Context: an optimization exercise on an open-source flow, tuned for small area, a short achievable clock period and few clock cycles per item. The choices shown serve that exercise and are no tape-out recipe. In this exercise RTL edits were held to simulation tests only and were not proved equivalent to the original.

==> flow/design.v <==
package sru_pkg;
    localparam int RADICAND_W = 32;
    localparam int ROOT_W     = 24;
    typedef struct packed {
        logic valid;
        logic invalid;
    } sru_ctl_t;
endpackage
module square_root_unit
#(
    parameter int FRAC_BITS = 16
) (
    input  logic                                  aclk,
    input  logic                                  aresetn,
    input  logic                                  s_valid,
    output logic                                  s_ready,
    input  logic signed [sru_pkg::RADICAND_W-1:0] s_radicand,
    output logic                                  m_valid,
    input  logic                                  m_ready,
    output logic        [sru_pkg::ROOT_W-1:0]     m_root,
    output logic                                  m_invalid
);
    logic en;   
    logic neg;
    logic [31:0] x0;   
    assign neg = s_radicand[31];
    assign x0  = {neg, s_radicand[30] | neg, s_radicand[29:0]};
    logic [2:0] rs_s0_j0;
    logic [3:0] d_s0_j0;
    logic fit_s0_j0;
    assign rs_s0_j0 = {1'b0, x0[31:30]};
    assign d_s0_j0 = {1'b0, rs_s0_j0} + {4{1'b1}};
    assign fit_s0_j0 = ~d_s0_j0[3];
    logic [1:0] r_s0_j0;
    assign r_s0_j0 = fit_s0_j0 ? d_s0_j0[1:0] : rs_s0_j0[1:0];
    logic [0:0] q_s0_j0;
    assign q_s0_j0 = ~fit_s0_j0;
    logic [29:0] x_s0_j0;
    assign x_s0_j0 = x0[29:0];
    logic [3:0] rs_s0_j1;
    logic [4:0] d_s0_j1;
    logic fit_s0_j1;
    assign rs_s0_j1 = {r_s0_j0, x_s0_j0[29:28]};
    assign d_s0_j1 = {1'b0, rs_s0_j1} + {{2{1'b1}}, q_s0_j0, 2'b11};
    assign fit_s0_j1 = ~d_s0_j1[4];
    logic [2:0] r_s0_j1;
    assign r_s0_j1 = fit_s0_j1 ? d_s0_j1[2:0] : rs_s0_j1[2:0];
    logic [1:0] q_s0_j1;
    assign q_s0_j1 = {q_s0_j0, ~fit_s0_j1};
    logic [27:0] x_s0_j1;
    assign x_s0_j1 = x_s0_j0[27:0];
    logic [4:0] rs_s0_j2;
    logic [5:0] d_s0_j2;
    logic fit_s0_j2;
    assign rs_s0_j2 = {r_s0_j1, x_s0_j1[27:26]};
    assign d_s0_j2 = {1'b0, rs_s0_j2} + {{2{1'b1}}, q_s0_j1, 2'b11};
    assign fit_s0_j2 = ~d_s0_j2[5];
    logic [3:0] r_s0_j2;
    assign r_s0_j2 = fit_s0_j2 ? d_s0_j2[3:0] : rs_s0_j2[3:0];
    logic [2:0] q_s0_j2;
    assign q_s0_j2 = {q_s0_j1, ~fit_s0_j2};
    logic [25:0] x_s0_j2;
    assign x_s0_j2 = x_s0_j1[25:0];
    logic [3:0] R0;
    logic [2:0] Q0;
    logic [25:0] X0;
    logic v0;
    always_ff @(posedge aclk) begin
        if (!aresetn) v0 <= 1'b0;
        else if (en) v0 <= s_valid;
    end
    always_ff @(posedge aclk) begin
        if (en) begin
            R0 <= r_s0_j2;
            Q0 <= q_s0_j2;
            X0 <= x_s0_j2;
        end
    end
    logic [5:0] rs_s1_j3;
    logic [6:0] d_s1_j3;
    logic fit_s1_j3;
    assign rs_s1_j3 = {R0, X0[25:24]};
    assign d_s1_j3 = {1'b0, rs_s1_j3} + {{2{1'b1}}, Q0, 2'b11};
    assign fit_s1_j3 = ~d_s1_j3[6];
    logic [4:0] r_s1_j3;
    assign r_s1_j3 = fit_s1_j3 ? d_s1_j3[4:0] : rs_s1_j3[4:0];
    logic [3:0] q_s1_j3;
    assign q_s1_j3 = {Q0, ~fit_s1_j3};
    logic [23:0] x_s1_j3;
    assign x_s1_j3 = X0[23:0];
    logic [6:0] rs_s1_j4;
    logic [7:0] d_s1_j4;
    logic fit_s1_j4;
    assign rs_s1_j4 = {r_s1_j3, x_s1_j3[23:22]};
    assign d_s1_j4 = {1'b0, rs_s1_j4} + {{2{1'b1}}, q_s1_j3, 2'b11};
    assign fit_s1_j4 = ~d_s1_j4[7];
    logic [5:0] r_s1_j4;
    assign r_s1_j4 = fit_s1_j4 ? d_s1_j4[5:0] : rs_s1_j4[5:0];
    logic [4:0] q_s1_j4;
    assign q_s1_j4 = {q_s1_j3, ~fit_s1_j4};
    logic [21:0] x_s1_j4;
    assign x_s1_j4 = x_s1_j3[21:0];
    logic [7:0] rs_s1_j5;
    logic [8:0] d_s1_j5;
    logic fit_s1_j5;
    assign rs_s1_j5 = {r_s1_j4, x_s1_j4[21:20]};
    assign d_s1_j5 = {1'b0, rs_s1_j5} + {{2{1'b1}}, q_s1_j4, 2'b11};
    assign fit_s1_j5 = ~d_s1_j5[8];
    logic [6:0] r_s1_j5;
    assign r_s1_j5 = fit_s1_j5 ? d_s1_j5[6:0] : rs_s1_j5[6:0];
    logic [5:0] q_s1_j5;
    assign q_s1_j5 = {q_s1_j4, ~fit_s1_j5};
    logic [19:0] x_s1_j5;
    assign x_s1_j5 = x_s1_j4[19:0];
    logic [6:0] R1;
    logic [5:0] Q1;
    logic [19:0] X1;
    logic v1;
    always_ff @(posedge aclk) begin
        if (!aresetn) v1 <= 1'b0;
        else if (en) v1 <= v0;
    end
    always_ff @(posedge aclk) begin
        if (en) begin
            R1 <= r_s1_j5;
            Q1 <= q_s1_j5;
            X1 <= x_s1_j5;
        end
    end
    logic [8:0] rs_s2_j6;
    logic [9:0] d_s2_j6;
    logic fit_s2_j6;
    assign rs_s2_j6 = {R1, X1[19:18]};
    assign d_s2_j6 = {1'b0, rs_s2_j6} + {{2{1'b1}}, Q1, 2'b11};
    assign fit_s2_j6 = ~d_s2_j6[9];
    logic [7:0] r_s2_j6;
    assign r_s2_j6 = fit_s2_j6 ? d_s2_j6[7:0] : rs_s2_j6[7:0];
    logic [6:0] q_s2_j6;
    assign q_s2_j6 = {Q1, ~fit_s2_j6};
    logic [17:0] x_s2_j6;
    assign x_s2_j6 = X1[17:0];
    logic [9:0] rs_s2_j7;
    logic [10:0] d_s2_j7;
    logic fit_s2_j7;
    assign rs_s2_j7 = {r_s2_j6, x_s2_j6[17:16]};
    assign d_s2_j7 = {1'b0, rs_s2_j7} + {{2{1'b1}}, q_s2_j6, 2'b11};
    assign fit_s2_j7 = ~d_s2_j7[10];
    logic [8:0] r_s2_j7;
    assign r_s2_j7 = fit_s2_j7 ? d_s2_j7[8:0] : rs_s2_j7[8:0];
    logic [7:0] q_s2_j7;
    assign q_s2_j7 = {q_s2_j6, ~fit_s2_j7};
    logic [15:0] x_s2_j7;
    assign x_s2_j7 = x_s2_j6[15:0];
    logic [10:0] rs_s2_j8;
    logic [11:0] d_s2_j8;
    logic fit_s2_j8;
    assign rs_s2_j8 = {r_s2_j7, x_s2_j7[15:14]};
    assign d_s2_j8 = {1'b0, rs_s2_j8} + {{2{1'b1}}, q_s2_j7, 2'b11};
    assign fit_s2_j8 = ~d_s2_j8[11];
    logic [9:0] r_s2_j8;
    assign r_s2_j8 = fit_s2_j8 ? d_s2_j8[9:0] : rs_s2_j8[9:0];
    logic [8:0] q_s2_j8;
    assign q_s2_j8 = {q_s2_j7, ~fit_s2_j8};
    logic [13:0] x_s2_j8;
    assign x_s2_j8 = x_s2_j7[13:0];
    logic [9:0] R2;
    logic [8:0] Q2;
    logic [13:0] X2;
    logic v2;
    always_ff @(posedge aclk) begin
        if (!aresetn) v2 <= 1'b0;
        else if (en) v2 <= v1;
    end
    always_ff @(posedge aclk) begin
        if (en) begin
            R2 <= r_s2_j8;
            Q2 <= q_s2_j8;
            X2 <= x_s2_j8;
        end
    end
    logic [11:0] rs_s3_j9;
    logic [12:0] d_s3_j9;
    logic fit_s3_j9;
    assign rs_s3_j9 = {R2, X2[13:12]};
    assign d_s3_j9 = {1'b0, rs_s3_j9} + {{2{1'b1}}, Q2, 2'b11};
    assign fit_s3_j9 = ~d_s3_j9[12];
    logic [10:0] r_s3_j9;
    assign r_s3_j9 = fit_s3_j9 ? d_s3_j9[10:0] : rs_s3_j9[10:0];
    logic [9:0] q_s3_j9;
    assign q_s3_j9 = {Q2, ~fit_s3_j9};
    logic [11:0] x_s3_j9;
    assign x_s3_j9 = X2[11:0];
    logic [12:0] rs_s3_j10;
    logic [13:0] d_s3_j10;
    logic fit_s3_j10;
    assign rs_s3_j10 = {r_s3_j9, x_s3_j9[11:10]};
    assign d_s3_j10 = {1'b0, rs_s3_j10} + {{2{1'b1}}, q_s3_j9, 2'b11};
    assign fit_s3_j10 = ~d_s3_j10[13];
    logic [11:0] r_s3_j10;
    assign r_s3_j10 = fit_s3_j10 ? d_s3_j10[11:0] : rs_s3_j10[11:0];
    logic [10:0] q_s3_j10;
    assign q_s3_j10 = {q_s3_j9, ~fit_s3_j10};
    logic [9:0] x_s3_j10;
    assign x_s3_j10 = x_s3_j9[9:0];
    logic [13:0] rs_s3_j11;
    logic [14:0] d_s3_j11;
    logic fit_s3_j11;
    assign rs_s3_j11 = {r_s3_j10, x_s3_j10[9:8]};
    assign d_s3_j11 = {1'b0, rs_s3_j11} + {{2{1'b1}}, q_s3_j10, 2'b11};
    assign fit_s3_j11 = ~d_s3_j11[14];
    logic [12:0] r_s3_j11;
    assign r_s3_j11 = fit_s3_j11 ? d_s3_j11[12:0] : rs_s3_j11[12:0];
    logic [11:0] q_s3_j11;
    assign q_s3_j11 = {q_s3_j10, ~fit_s3_j11};
    logic [7:0] x_s3_j11;
    assign x_s3_j11 = x_s3_j10[7:0];
    logic [12:0] R3;
    logic [11:0] Q3;
    logic [7:0] X3;
    logic v3;
    always_ff @(posedge aclk) begin
        if (!aresetn) v3 <= 1'b0;
        else if (en) v3 <= v2;
    end
    always_ff @(posedge aclk) begin
        if (en) begin
            R3 <= r_s3_j11;
            Q3 <= q_s3_j11;
            X3 <= x_s3_j11;
        end
    end
    logic [14:0] rs_s4_j12;
    logic [15:0] d_s4_j12;
    logic fit_s4_j12;
    assign rs_s4_j12 = {R3, X3[7:6]};
    assign d_s4_j12 = {1'b0, rs_s4_j12} + {{2{1'b1}}, Q3, 2'b11};
    assign fit_s4_j12 = ~d_s4_j12[15];
    logic [13:0] r_s4_j12;
    assign r_s4_j12 = fit_s4_j12 ? d_s4_j12[13:0] : rs_s4_j12[13:0];
    logic [12:0] q_s4_j12;
    assign q_s4_j12 = {Q3, ~fit_s4_j12};
    logic [5:0] x_s4_j12;
    assign x_s4_j12 = X3[5:0];
    logic [15:0] rs_s4_j13;
    logic [16:0] d_s4_j13;
    logic fit_s4_j13;
    assign rs_s4_j13 = {r_s4_j12, x_s4_j12[5:4]};
    assign d_s4_j13 = {1'b0, rs_s4_j13} + {{2{1'b1}}, q_s4_j12, 2'b11};
    assign fit_s4_j13 = ~d_s4_j13[16];
    logic [14:0] r_s4_j13;
    assign r_s4_j13 = fit_s4_j13 ? d_s4_j13[14:0] : rs_s4_j13[14:0];
    logic [13:0] q_s4_j13;
    assign q_s4_j13 = {q_s4_j12, ~fit_s4_j13};
    logic [3:0] x_s4_j13;
    assign x_s4_j13 = x_s4_j12[3:0];
    logic [14:0] R4;
    logic [13:0] Q4;
    logic [3:0] X4;
    logic v4;
    always_ff @(posedge aclk) begin
        if (!aresetn) v4 <= 1'b0;
        else if (en) v4 <= v3;
    end
    always_ff @(posedge aclk) begin
        if (en) begin
            R4 <= r_s4_j13;
            Q4 <= q_s4_j13;
            X4 <= x_s4_j13;
        end
    end
    logic [16:0] rs_s5_j14;
    logic [17:0] d_s5_j14;
    logic fit_s5_j14;
    assign rs_s5_j14 = {R4, X4[3:2]};
    assign d_s5_j14 = {1'b0, rs_s5_j14} + {{2{1'b1}}, Q4, 2'b11};
    assign fit_s5_j14 = ~d_s5_j14[17];
    logic [15:0] r_s5_j14;
    assign r_s5_j14 = fit_s5_j14 ? d_s5_j14[15:0] : rs_s5_j14[15:0];
    logic [14:0] q_s5_j14;
    assign q_s5_j14 = {Q4, ~fit_s5_j14};
    logic [1:0] x_s5_j14;
    assign x_s5_j14 = X4[1:0];
    logic [17:0] rs_s5_j15;
    logic [18:0] d_s5_j15;
    logic fit_s5_j15;
    assign rs_s5_j15 = {r_s5_j14, x_s5_j14[1:0]};
    assign d_s5_j15 = {1'b0, rs_s5_j15} + {{2{1'b1}}, q_s5_j14, 2'b11};
    assign fit_s5_j15 = ~d_s5_j15[18];
    logic [16:0] r_s5_j15;
    assign r_s5_j15 = fit_s5_j15 ? d_s5_j15[16:0] : rs_s5_j15[16:0];
    logic [15:0] q_s5_j15;
    assign q_s5_j15 = {q_s5_j14, ~fit_s5_j15};
    logic [16:0] R5;
    logic [15:0] Q5;
    logic v5;
    always_ff @(posedge aclk) begin
        if (!aresetn) v5 <= 1'b0;
        else if (en) v5 <= v4;
    end
    always_ff @(posedge aclk) begin
        if (en) begin
            R5 <= r_s5_j15;
            Q5 <= q_s5_j15;
        end
    end
    logic [18:0] rs_s6_j16;
    logic [19:0] d_s6_j16;
    logic fit_s6_j16;
    assign rs_s6_j16 = {R5, 2'b00};
    assign d_s6_j16 = {1'b0, rs_s6_j16} + {{2{1'b1}}, Q5, 2'b11};
    assign fit_s6_j16 = ~d_s6_j16[19];
    logic [17:0] r_s6_j16;
    assign r_s6_j16 = fit_s6_j16 ? d_s6_j16[17:0] : rs_s6_j16[17:0];
    logic [16:0] q_s6_j16;
    assign q_s6_j16 = {Q5, ~fit_s6_j16};
    logic [19:0] rs_s6_j17;
    logic [20:0] d_s6_j17;
    logic fit_s6_j17;
    assign rs_s6_j17 = {r_s6_j16, 2'b00};
    assign d_s6_j17 = {1'b0, rs_s6_j17} + {{2{1'b1}}, q_s6_j16, 2'b11};
    assign fit_s6_j17 = ~d_s6_j17[20];
    logic [18:0] r_s6_j17;
    assign r_s6_j17 = fit_s6_j17 ? d_s6_j17[18:0] : rs_s6_j17[18:0];
    logic [17:0] q_s6_j17;
    assign q_s6_j17 = {q_s6_j16, ~fit_s6_j17};
    logic [18:0] R6;
    logic [17:0] Q6;
    logic v6;
    always_ff @(posedge aclk) begin
        if (!aresetn) v6 <= 1'b0;
        else if (en) v6 <= v5;
    end
    always_ff @(posedge aclk) begin
        if (en) begin
            R6 <= r_s6_j17;
            Q6 <= q_s6_j17;
        end
    end
    logic [20:0] rs_s7_j18;
    logic [21:0] d_s7_j18;
    logic fit_s7_j18;
    assign rs_s7_j18 = {R6, 2'b00};
    assign d_s7_j18 = {1'b0, rs_s7_j18} + {{2{1'b1}}, Q6, 2'b11};
    assign fit_s7_j18 = ~d_s7_j18[21];
    logic [19:0] r_s7_j18;
    assign r_s7_j18 = fit_s7_j18 ? d_s7_j18[19:0] : rs_s7_j18[19:0];
    logic [18:0] q_s7_j18;
    assign q_s7_j18 = {Q6, ~fit_s7_j18};
    logic [21:0] rs_s7_j19;
    logic [22:0] d_s7_j19;
    logic fit_s7_j19;
    assign rs_s7_j19 = {r_s7_j18, 2'b00};
    assign d_s7_j19 = {1'b0, rs_s7_j19} + {{2{1'b1}}, q_s7_j18, 2'b11};
    assign fit_s7_j19 = ~d_s7_j19[22];
    logic [20:0] r_s7_j19;
    assign r_s7_j19 = fit_s7_j19 ? d_s7_j19[20:0] : rs_s7_j19[20:0];
    logic [19:0] q_s7_j19;
    assign q_s7_j19 = {q_s7_j18, ~fit_s7_j19};
    logic [20:0] R7;
    logic [19:0] Q7;
    logic v7;
    always_ff @(posedge aclk) begin
        if (!aresetn) v7 <= 1'b0;
        else if (en) v7 <= v6;
    end
    always_ff @(posedge aclk) begin
        if (en) begin
            R7 <= r_s7_j19;
            Q7 <= q_s7_j19;
        end
    end
    logic [22:0] rs_s8_j20;
    logic [23:0] d_s8_j20;
    logic fit_s8_j20;
    assign rs_s8_j20 = {R7, 2'b00};
    assign d_s8_j20 = {1'b0, rs_s8_j20} + {{2{1'b1}}, Q7, 2'b11};
    assign fit_s8_j20 = ~d_s8_j20[23];
    logic [21:0] r_s8_j20;
    assign r_s8_j20 = fit_s8_j20 ? d_s8_j20[21:0] : rs_s8_j20[21:0];
    logic [20:0] q_s8_j20;
    assign q_s8_j20 = {Q7, ~fit_s8_j20};
    logic [23:0] rs_s8_j21;
    logic [24:0] d_s8_j21;
    logic fit_s8_j21;
    assign rs_s8_j21 = {r_s8_j20, 2'b00};
    assign d_s8_j21 = {1'b0, rs_s8_j21} + {{2{1'b1}}, q_s8_j20, 2'b11};
    assign fit_s8_j21 = ~d_s8_j21[24];
    logic [22:0] r_s8_j21;
    assign r_s8_j21 = fit_s8_j21 ? d_s8_j21[22:0] : rs_s8_j21[22:0];
    logic [21:0] q_s8_j21;
    assign q_s8_j21 = {q_s8_j20, ~fit_s8_j21};
    logic [22:0] R8;
    logic [21:0] Q8;
    logic v8;
    always_ff @(posedge aclk) begin
        if (!aresetn) v8 <= 1'b0;
        else if (en) v8 <= v7;
    end
    always_ff @(posedge aclk) begin
        if (en) begin
            R8 <= r_s8_j21;
            Q8 <= q_s8_j21;
        end
    end
    logic [24:0] rs_s9_j22;
    logic [25:0] d_s9_j22;
    logic fit_s9_j22;
    assign rs_s9_j22 = {R8, 2'b00};
    assign d_s9_j22 = {1'b0, rs_s9_j22} + {{2{1'b1}}, Q8, 2'b11};
    assign fit_s9_j22 = ~d_s9_j22[25];
    logic [23:0] r_s9_j22;
    assign r_s9_j22 = fit_s9_j22 ? d_s9_j22[23:0] : rs_s9_j22[23:0];
    logic [22:0] q_s9_j22;
    assign q_s9_j22 = {Q8, ~fit_s9_j22};
    logic [25:0] rs_s9_j23;
    logic [26:0] d_s9_j23;
    logic fit_s9_j23;
    assign rs_s9_j23 = {r_s9_j22, 2'b00};
    assign d_s9_j23 = {1'b0, rs_s9_j23} + {{2{1'b1}}, q_s9_j22, 2'b11};
    assign fit_s9_j23 = ~d_s9_j23[26];
    logic [23:0] q_s9_j23;
    assign q_s9_j23 = {q_s9_j22, ~fit_s9_j23};
    logic hv;
    logic [23:0] hq;
    assign en = ~hv | m_ready;
    always_ff @(posedge aclk) begin
        if (!aresetn) hv <= 1'b0;
        else if (en) hv <= v8;
    end
    always_ff @(posedge aclk) begin
        if (en) begin
            hq <= ~q_s9_j23;
        end
    end
    assign s_ready   = en;
    assign m_valid   = hv;
    assign m_invalid = hq[23] & hq[22];
    assign m_root    = hq & {24{~m_invalid}};
endmodule
==> flow/flow/run.sh <==
#!/bin/bash
set -euo pipefail
bash standard.sh ADDER_MAP_FILE= finish > flow_make.log 2>&1
==> flow/standard.sh <==
#!/bin/bash
# synth_recipe.tcl (not shown) runs the flow's synth.tcl, then flattens the netlist and writes it again
# the make line also repeats each setting of config.mk as NAME=value (left out here)
make -C /OpenROAD-flow-scripts/flow DESIGN_CONFIG=/design/flow/config.mk WORK_HOME=/design/flow/orfs CLKGATE_MAP_FILE= SYNTH_SCRIPT=/design/flow/synth_recipe.tcl "${@:-finish}"
==> flow/config.mk <==
export PLATFORM = sky130hd
export DESIGN_NAME = square_root_unit
export DESIGN_NICKNAME = square_root_unit
export VERILOG_FILES = /design/flow/design.v
export SDC_FILE = /design/flow/constraint.sdc
export NUM_CORES = 4
export LEC_CHECK = 0
export ABC_AREA = 1
export CAP_MARGIN = 20
export CORE_MARGIN = 2
export CORE_UTILIZATION = 50
export CTS_BUF_LIST = sky130_fd_sc_hd__clkbuf_16
export CTS_CLUSTER_DIAMETER = 80
export CTS_CLUSTER_SIZE = 32
export SETUP_SLACK_MARGIN = 0.5
export SLEW_MARGIN = 20
==> flow/constraint.sdc <==
create_clock -name core_clock -period 4.5 [get_ports {aclk}]
set_input_delay 0.9000 -clock core_clock [delete_from_list [all_inputs] [get_ports {aclk}]]
set_output_delay 0.9000 -clock core_clock [all_outputs]
set_load 0.01 [all_outputs]
==> flow_summary.yaml, run 1 <==
status:
  status: "complete, no violations"
layout:
  fin_cells: 5103
  antenna_cells: 0
  final_common_cell: "nand2_1"
  fin_nets: 4415
  layout_common_cells: "nand2_1 (1,248), inv_1 (541), nor2_1 (439)"
  drive_gt1_share_pct: 16.21
  syn_to_final_growth_pct: 19.02
global_routing:
  antenna_found_initial: 0
  grt_pass1_vias: 22540
  grt_max_degree: 179
  grt_pass1_wl_um: 113200
  grt_remaining_overflow: 0
  grt_usage_pct: 24.05
timing:
  fin_crit_ns: 3.978
  setup_viol: 0
  worst_slack_ns: 0.5224
  drv_slew: 0
  clock_skew_ns: 0.04429
  worstMarginPinSlew_ns: 0.9969
  tns_ns: 0
  maxSlewHeadroom_pct: 33.54
  rsz0062_at_grt: "true"
  hold_viol_final: 0
  period_share_pct: 88.39
  max_freq_ghz: 0.2514
worst_setup_path:
  r2r_end: "R3[3]"
  cp_data_required_time_ns: 4.88
  crit_type: "reg2reg"
  critPathMaxFanout: 7
  cp-end-kind: "register"
  cp-start-kind: "register"
  reg2reg_depth: 27
  rrSetupSlack_ns: 0.52
  cp-startpoint: "R2[6]"
  r2r_start: "R2[6]"
  crit_end: "R3[3]"
  cp.arrival_ns: 4.35
floorplan:
  num_rows: 86
  die_height_um: 239.2
  die_area_um2: 57220
  boundaryPins: 63
  fp.coreArea_um2: 54880
  fp.dieW_um: 239.2
  initial_core_util_pct: 50.41
yosys:
  syn-num-nets: 4154
  synth_flop_cell: "edfxtp_1"
  synth_cells: 4118
  synth_edf_count: 342
  synth_cell_types: 54
  ys_seq_elements: 352
  netlist_area_um2: 27660
  ys.warnings.count: 1
  seq_area_frac_synth_pct: 37.85
  syn_area_per_cell_um2: 6.718
  async_reset_ff_share_pct: 0
route:
  vias: 26140
  drt-initial-drc-count: 1862
  via_per_inst: 5.122
  dr.pass1.iters: 6
  post-route-drc-count: 0
  antenna_left: 0
  drt_wl_total_um: 71960
  wl_per_cell_um: 14.10
clock_tree:
  cts_hold_buf: 0
  htreeDepth: 1
  cts.sinks: 352
  clockBufferDepth: 3
  numCtsBuffers: 26
  clk_latency_ns: 0.61
  cts.reportedPaths.clkPinSlew_ns: 0.10
  cts-root-buf: "clkbuf_16"
  cts_tree: "done"
run:
  max_cap_violations: 0
placement:
  numPlacedInstances: 4887
  numPortBuffers: 62
  dp_hpwl_um: 54420
  dp_slack_ns: 0.1261
  place.gp.congestion: 0.9252
hold_path:
  hp-class: "reg2reg"
  min_path_cells: 0
cells in the mapped netlist (all sizes together) (2+ instances only):
cell,count,area (um2)
inv,581,2181
nand3,330,1782
o221ai,4,35.03
dfxtp,10,200.2
o31ai,3,22.52
or2,91,569.3
o22ai,4,25.02
mux2i,4,40.04
nand2,1353,5156
buf,44,301.5
nor3,22,115.1
nor4,5,31.28
a21oi,155,775.7
a211oi,2,15.01
o21bai,5,37.54
o21ai,316,1589
a31oi,20,125.1
a21boi,7,56.30
a21o,7,52.55
nor2,526,2032
clkinv,2,7.510
xor2,117,1032
and3,4,25.02
xnor2,48,420.4
and2,3,18.77
clkbuf,12,46.29
edfxtp,342,10270
o211ai,13,97.59
nand4,59,381.6
o21a,9,67.56
nand3b,16,120.1
repair_timing:
| item | CTS | global route |
|---|---|---|
| gates cloned | 4 | 7 |
| setup endpoints to repair | 67 | 130 |
| gates resized for setup | 26 | 361 |
| pin swaps | 4 | 84 |
| buffers inserted | 18 | 139 |
area by class of cell:
class / instances / area (um2)
fill: 5189 / 21950
multi-input combinational: 3134 / 15830
sequential: 352 / 10470
timing repair buffer: 281 / 2467
inverter: 583 / 2228
tap: 704 / 880.8
clock buffer: 26 / 650.6
clock inverter: 22 / 392.9
timing repair inverter: 1 / 5.005
logic make-up (layout without fill, tap and decap cells):
family / Yosys count / in the layout / share of synthesized area [%]
compound gates: 548 / 548 / 10.58
xor+xnor: 165 / 165 / 5.251
buf+inv: 639 / 913 / 9.168
flops: 352 / 352 / 37.85
mux: 4 / 4 / 0.1447
simple gates: 2410 / 2417 / 37.01
state kept, by name, indices dropped and copies added, names as in the netlist, 13 cells and up:
name / flops
R4: 15
R6: 18
Q4: 14
X1: 20
R5: 17
Q6: 18
Q7: 20
Q8: 22
R3: 13
Q5: 16
X0: 26
R7: 20
R8: 22
X2: 14
hq: 24
worst min path at each step:
| stage | from | endpoint |
|---|---|---|
| floorplan | X0[0] | X1[0] |
| global placement | X1[4] | X2[4] |
| detailed placement | X0[3] | X1[3] |
| CTS | X1[13] | X2[13] |
| global route | X1[13] | X2[13] |
| finish | X1[13] | X2[13] |
worst max-delay path, stage by stage, from the launching register on:
cell and delay, ns:
edfxtp_1 0.47, nand2_2 0.15, inv_2 0.06, nor2_4 0.13, nand2_2 0.08, nor2_4 0.19, nand2_4 0.15, buf_8 0.17
nand4_1 0.15, nand2_2 0.08, nand2_2 0.07, nand2_2 0.06, inv_2 0.09, nand2_4 0.07, nor2_4 0.18, nand3_4 0.20
buf_8 0.20, nand4_1 0.13, nand2_2 0.10, nor2_2 0.14, inv_1 0.06, nand2_2 0.09, nand2_2 0.08, nand2_4 0.12
nand3_4 0.08, nand3_4 0.18, clkbuf_16 0.19, o21ai_2 0.05
metal layers:
layer | part of all wire [%] | track usage [%] | routed length, um | vias to the layer above
met4 | 1.3 | 3.277 | 909 | 0
li1 | - | - | - | 13880
met1 | 50 | 36.10 | 35730 | 11690
met2 | 44 | 38.04 | 31960 | 518
met3 | 4.7 | 2.847 | 3365 | 56
met5 | 0 | 0 | 0 | -
per-stage QoR:
stage	area (um2)	utilization [%]	hold WS [ns]
CTS	30610	55.77	0.4065
global route	32920	60.00	0.4091
global placement	29310	53.42	0.4005
finish	32920	60.00	0.4060
floorplan	27670	-	0.4003
detailed placement	29310	53.42	0.4045
Testbench counts, summed over its fixed seeds: cycles 32,080, items 32,000.
==> run 2: changes to the inputs <==
--- a/flow/config.mk
+++ b/flow/config.mk
@@ -12,5 +12,4 @@
 export CTS_BUF_LIST = sky130_fd_sc_hd__clkbuf_16
 export CTS_CLUSTER_DIAMETER = 80
 export CTS_CLUSTER_SIZE = 32
-export SETUP_SLACK_MARGIN = 0.5
 export SLEW_MARGIN = 20
==> run 2 against run 1 <==
Effect of this change:
- first-iteration DRC count grew 12%
- non-clock buffer count shrank 136
- maximum frequency shrank 4.8%
- flip-flop and latch count is the same
==> flow_summary.yaml, run 2 <==
status:
  status: "complete, no violations"
layout:
  fillerInstances: 5356
  final_common_cell: "nand2_1"
  fin_nets: 4274
  antenna_cells: 0
  layout_common_cells: "nand2_1 (1,322), inv_1 (552), nor2_1 (509)"
  top_register: "X0"
  drive_gt1_share_pct: 7.844
  syn_to_final_growth_pct: 10.79
  reg_top3: "X0 x26, hq x24"
  largest_reg_flops: 26
route:
  post-route-drc-count: 0
  drt-initial-drc-count: 2079
  vias: 25360
  drt_wl_total_um: 68990
  dr.pass1.iters: 5
  antenna_left: 0
  wl_per_cell_um: 13.90
  via_per_inst: 5.110
worst_setup_path:
  cp_data_required_time_ns: 4.96
  slowest_stage: "edfxtp_1"
  max_stage_delay_ns: 0.45
  cp.arrival_ns: 4.64
  crit_type: "reg2reg"
  critPathMaxFanout: 13
  cpMostUsedCell: "nand2_1"
  cp-end-kind: "register"
  reg2reg_depth: 28
  cp-start-kind: "register"
yosys:
  syn-num-nets: 4154
  synth_top_area_share_pct: 37.13
  synth_most_common_cell: "nand2_1"
  synth_commonest_cells: "nand2_1 (1,324), inv_1 (552), nor2_1 (513)"
  synth_flop_cell: "edfxtp_1"
  netlist_area_um2: 27660
  async_reset_ff_share_pct: 0
  synth_edf_count: 342
  synth_area_leaders: "edfxtp_1 (37%), nand2_1 (18%), inv_1 (7.5%)"
  yosysTopAreaCell: "edfxtp_1"
  synth_cell_types: 54
  ys_seq_elements: 352
  seq_area_frac_synth_pct: 37.85
  ys.warnings.count: 1
  syn_area_per_cell_um2: 6.718
  synth_cells: 4118
clock_tree:
  cts-root-buf: "clkbuf_16"
  cts.sinks: 352
  numCtsBuffers: 26
  clockBufferDepth: 3
  clk_latency_ns: 0.61
  cts.reportedPaths.clkPinSlew_ns: 0.10
  cts_hold_buf: 0
  cts_tree: "done"
  htreeDepth: 1
timing:
  clock_skew_ns: 0.04264
  tns_ns: 0
  setup_viol: 0
  hold-worst-slack_ns: 0.4075
  max_freq_ghz: 0.2394
  drv_slew: 0
  period_share_pct: 92.83
  worstMarginPinSlew_ns: 0.9930
  maxSlewHeadroom_pct: 33.80
  fin_crit_ns: 4.178
  hold_viol_final: 0
global_routing:
  grt_pass1_vias: 22370
  grt_usage_pct: 23.81
  grt_pass1_wl_um: 112200
  antenna_found_initial: 0
  grt_max_degree: 179
  grt_remaining_overflow: 0
floorplan:
  num_rows: 86
  die_height_um: 239.2
  fp.coreArea_um2: 54880
  boundaryPins: 63
  die_area_um2: 57220
  initial_core_util_pct: 50.41
  fp.dieW_um: 239.2
hold_path:
  min_path_cells: 0
  hp-class: "reg2reg"
placement:
  dp_hpwl_um: 54420
  place.gp.congestion: 0.9252
  numPortBuffers: 62
run:
  max_cap_violations: 0
==> run 2: cell count changes in the layout (fill, tap and decap cells not counted), moves of 15 or more <==
cell	delta
o21ai_2	-19
nor2_1	+70
o21ai_1	-18
nand2_1	+74
buf_4	-111
nor2_4	-15
o21ai_0	+38
nand3_1	+35
nand3_2	-24
nor2_2	-55
nand2_2	-62
==> run 2: final cells by class <==
type	instances	area, um2	area share [%]
clock buffers	26	650.6	2.123
clock inverters	22	392.9	1.282
inverters	583	2211	7.214
multi-input cells	3130	14760	48.16
flip-flops and latches	352	10470	34.16
well taps	704	880.8	2.874
repair buffers	145	1281	4.181
==> run 2: timing repair <==
action / in CTS / in global routing
endpoints found under the setup margin: 0 / 56
gates resized for setup: 0 / 30
setup buffers: 0 / 24
endpoints found under the hold margin: 0 / 0
==> run 2: path summary, 6_finish.rpt <==
check          from      to  slack (ns)
max           R2[2]   R3[1]        0.32
min          X1[13]  X2[13]        0.41
max reg2reg   R2[2]   R3[1]        0.32
min reg2reg  X1[13]  X2[13]        0.41
==> run 2: layer usage <==
layer / up-vias / global-route usage [%] / routed length [um] / share of wire (%)
li1: 13600 / - / - / -
met2: 470 / 37.66 / 29850 / 43
met1: 11230 / 35.73 / 35170 / 51
met4: 0 / 3.371 / 885 / 1.3
met3: 53 / 2.766 / 3085 / 4.5
met5: - / 0 / 0 / 0
==> run 2: per-stage QoR <==
step                      utilization (%)  setup slack [ns]  area, um2  instances
after CTS                           55.32           0.09066      30360       4935
after floorplan                         -            0.8209      27670       4118
after global routing                55.85          -0.03742      30650       4962
after detailed placement            53.42            0.1261      29310       4887
final                               55.85            0.3224      30650       4962
after global placement              53.42            0.2565      29310       4887
==> run 2: worst max-delay path: cells and delay by family, from the launching register on <==
family / cells / cell delay, ns
buffers and inverters: 6 / 0.75
AND/OR/NAND/NOR: 20 / 2.62
AO/OA/AOI/OAI: 2 / 0.20
flip-flops: 1 / 0.45
==> run 2: cell families (layout without fill, tap and decap cells) <==
group | Yosys count | in the layout | synth area share (%)
AOI/OAI and AO/OA | 548 | 548 | 10.58
xor gates and xnor gates | 165 | 165 | 5.251
buffers and inverters | 639 | 776 | 9.168
DFF | 352 | 352 | 37.85
muxes | 4 | 4 | 0.1447
and+or+nand+nor | 2410 | 2413 | 37.01

-- re-timing with driven ports --
The results above use ideal ports. As a check the final layouts listed here were re-extracted and re-timed, cells and wires unchanged. Step 1 assumes that a clkbuf_16 drives the clock port and a buf_2 every other input. Step 2, shift: input delay + t, output delay - t, t = (earliest + latest rising clock arrival at the registers) / 2. This alone moves slack from input paths to output paths. Three values: ideal, step 1, step 2; two values: the first two.
run | shift t [ns] | slack for setup (ns) | worst hold slack (ns) | worst setup path at the end | worst slew at a driven data input, ns
run 1 | 0.655 | 0.522 / 0.522 / 0.522 | 0.406 / 0.406 / 0.406 | register to register | 0.04
run 2 | 0.653 | 0.322 / 0.322 / 0.322 | 0.408 / 0.408 / 0.408 | register to register | 0.04
After both steps every run listed still meets setup and hold.
